This is an optimization exercise on Yosys and OpenROAD, whose aim is small area and a short achievable clock period, not a production implementation. At most, simulation tests tie the RTL to the original design; equivalence was not proved. No activity file was given, so power comes from the tool's default toggle rates.

## the previous run
==> flow/design.v (excerpt) <==
module instr_register_pipe #(
  parameter int DEPTH = 32,
  parameter int OP_W  = 8,
  localparam int AW    = $clog2(DEPTH),
  localparam int RES_W = 2 * OP_W
) (
  input  logic                    clk,
  input  logic                    reset,
  input  logic                    load_en,
  input  logic [AW-1:0]           write_pointer,
  input  logic [2:0]              opcode,
  input  logic [OP_W-1:0]         operand_a,
  input  logic [OP_W-1:0]         operand_b,
  input  logic                    clear_en,
  input  logic                    rd_en,
  input  logic [AW-1:0]           read_pointer,
  output logic                    rd_valid,
  output logic                    rd_hit,
  output logic [2:0]              rd_opcode,
  output logic [OP_W-1:0]         rd_operand_a,
  output logic [OP_W-1:0]         rd_operand_b,
  output logic [RES_W-1:0]        rd_result,
  output logic                    rd_div0,
  output logic [AW:0]             entry_count,
  output logic                    full
);
Settings: LEC_CHECK=0, CAP_MARGIN=20, CORE_MARGIN=2, CORE_UTILIZATION=65, CTS_BUF_LIST=sky130_fd_sc_hd__clkbuf_8, CTS_CLUSTER_SIZE=30, PLACE_DENSITY=0.75, SLEW_MARGIN=20; clock period 30.0 ns.
standard.sh (not shown) runs the stock make flow with config.mk's settings and CLKGATE_MAP_FILE= SYNTH_SCRIPT=/design/flow/synth_recipe.tcl, a recipe that flattens the netlist after the stock synthesis.
==> flow/flow/run.sh <==
#!/bin/bash
# Standard layout, with timing repair aimed at a setup slack of SETUP_MARGIN ns
# so the achieved period is pushed below the constraint's period. The repair
# may pick any cell of the same function (not only the same footprint), and
# the port buffers are buf_4.
set -euo pipefail
SETUP_MARGIN=${SETUP_MARGIN:-22}
bash standard.sh SETUP_SLACK_MARGIN=$SETUP_MARGIN MATCH_CELL_FOOTPRINT=0 \
  "BUFFER_PORTS_ARGS=-buffer_cell sky130_fd_sc_hd__buf_4" finish > standard.log 2>&1
Input changes introduced in the current run (baseline for comparison: the previous run):
diff --git a/flow/design.v b/flow/design.v
--- a/flow/design.v
+++ b/flow/design.v
@@ -117,85 +117,66 @@
       3'd6:    alu_res = b_zero ? DIV0_CODE : div_res;
       default: alu_res = b_zero ? DIV0_CODE : mod_res;
     endcase
   end
   logic [2:0]       mem_opcode [DEPTH];
   logic [OP_W-1:0]  mem_a      [DEPTH];
   logic [OP_W-1:0]  mem_b      [DEPTH];
   logic [RES_W-1:0] mem_result [DEPTH];
   logic [DEPTH-1:0] valid_q;
   logic [AW:0]      count_q;
-  logic             s2_valid, s2_live;
-  logic [AW-1:0]    s2_ptr;
-  logic [RES_W-1:0] s2_res;
-  always_ff @(posedge clk) begin
-    if (reset) begin
-      s2_valid <= 1'b0;
-      s2_live  <= 1'b0;
-    end else begin
-      s2_valid <= s1_valid;
-      s2_live  <= s1_valid && !clear_en;
-    end
-    s2_ptr <= s1_ptr;
-    s2_res <= alu_res;
-  end
-  logic [DEPTH-1:0] pend;       
   for (genvar e = 0; e < DEPTH; e++) begin : g_mem
-    assign pend[e] = s2_valid && s2_ptr == AW'(e);
     always_ff @(posedge clk) begin
       if (s1_valid && s1_ptr == AW'(e)) begin
         mem_opcode[e] <= s1_opcode;
         mem_a[e]      <= s1_a;
         mem_b[e]      <= s1_b;
+        mem_result[e] <= alu_res;
       end
-      if (pend[e]) mem_result[e] <= s2_res;
     end
   end
   always_ff @(posedge clk) begin
     if (reset || clear_en) begin
       valid_q <= '0;
       count_q <= '0;
     end else if (s1_valid) begin
       valid_q[s1_ptr] <= 1'b1;
       if (!valid_q[s1_ptr]) count_q <= count_q + (AW+1)'(1);
     end
   end
-  logic [DEPTH-1:0] rsel, rsel_res;
-  logic             rd_take, rd_hold, rd_byp;
+  logic [DEPTH-1:0] rsel;
+  logic             rd_take, rd_hold;
   assign rd_take = rd_en && !reset;
   assign rd_hold = !rd_en && !reset;
-  assign rd_byp  = rd_take && s2_live && (read_pointer == s2_ptr);
   for (genvar e = 0; e < DEPTH; e++) begin : g_rsel
-    assign rsel[e]     = rd_take && valid_q[e] && (read_pointer == AW'(e));
-    assign rsel_res[e] = rd_take && valid_q[e] && !pend[e] && (read_pointer == AW'(e));
+    assign rsel[e] = rd_take && valid_q[e] && (read_pointer == AW'(e));
   end
   logic             rd_hit_d;
   logic [2:0]       rd_opcode_d;
   logic [OP_W-1:0]  rd_a_d, rd_b_d;
   logic [RES_W-1:0] rd_result_d;
   logic             rd_div0_d;
   always_comb begin
     rd_hit_d    = rd_hold & rd_hit;
     rd_opcode_d = {3{rd_hold}} & rd_opcode;
     rd_a_d      = {OP_W{rd_hold}} & rd_operand_a;
     rd_b_d      = {OP_W{rd_hold}} & rd_operand_b;
-    rd_result_d = ({RES_W{rd_hold}} & rd_result) |
-                  ({RES_W{rd_byp}} & {s2_res[RES_W-1] & s2_res[RES_W-2], s2_res[RES_W-2:0]});
-    rd_div0_d   = (rd_hold & rd_div0) | (rd_byp & s2_res[RES_W-1] & !s2_res[RES_W-2]);
+    rd_result_d = {RES_W{rd_hold}} & rd_result;
+    rd_div0_d   = rd_hold & rd_div0;
     for (int e = 0; e < DEPTH; e++) begin
       rd_hit_d    = rd_hit_d    | rsel[e];
       rd_opcode_d = rd_opcode_d | ({3{rsel[e]}} & mem_opcode[e]);
       rd_a_d      = rd_a_d      | ({OP_W{rsel[e]}} & mem_a[e]);
       rd_b_d      = rd_b_d      | ({OP_W{rsel[e]}} & mem_b[e]);
-      rd_result_d = rd_result_d | ({RES_W{rsel_res[e]}} &
+      rd_result_d = rd_result_d | ({RES_W{rsel[e]}} &
                                    {mem_result[e][RES_W-1] & mem_result[e][RES_W-2], mem_result[e][RES_W-2:0]});
-      rd_div0_d   = rd_div0_d   | (rsel_res[e] & mem_result[e][RES_W-1] & !mem_result[e][RES_W-2]);
+      rd_div0_d   = rd_div0_d   | (rsel[e] & mem_result[e][RES_W-1] & !mem_result[e][RES_W-2]);
     end
   end
   always_ff @(posedge clk) begin
     rd_valid     <= rd_take;
     rd_hit       <= rd_hit_d;
     rd_opcode    <= rd_opcode_d;
     rd_operand_a <= rd_a_d;
     rd_operand_b <= rd_b_d;
     rd_result    <= rd_result_d;
     rd_div0      <= rd_div0_d;
Findings:
- The current run packs its core more loosely than the previous run.
- In the final reports, the cell area of the current run is smaller than that of the previous run.
- Changes observed in the current run relative to the previous run: proportion of power drawn by the clock network decreased 1.4 points; worst hold slack essentially unchanged.
- Number of antenna violations at the first check in global routing was lower in the current run than in the previous run.
- On number of max-slew violations in the final report, the previous run and the current run are neck and neck.
- Buffering stage count on the worst path with inverters included (the current run over the previous run): decrease, 1
The RTL of the previous run was laid out without a check of its function.

[afterwards: timing with drivers on the ports]
In the flow no input, the clock included, has a driving cell. The finished layouts below were timed again as built, in two steps. Step 1, drivers: a clkbuf_16 drives clk and a buf_2 each remaining input, both assumed. Step 2, shift: input delay + t, output delay - t, t = (earliest + latest rising clock arrival at the registers) / 2. This alone moves slack from input paths to output paths. Three values: no drivers, after step 1, after step 2; two values: the first two.
run | t, ns | slack for setup (ns) | worst hold slack (ns) | worst slew at a driven data input, ns | pins driven straight from the clock port
the previous run | 0.942 | 22.002 / 22.028 / 21.087 | 0.462 / 0.462 / 0.462 | 0.07 | 1
the current run | 0.950 | 22.025 / 22.062 / 21.112 | 0.462 / 0.462 / 0.462 | 0.04 | 1
After both steps every run listed still meets setup and hold. For the previous run, which loses most, drivers alone change the setup slack by +0.026 ns; drivers and shift together by -0.915 ns.
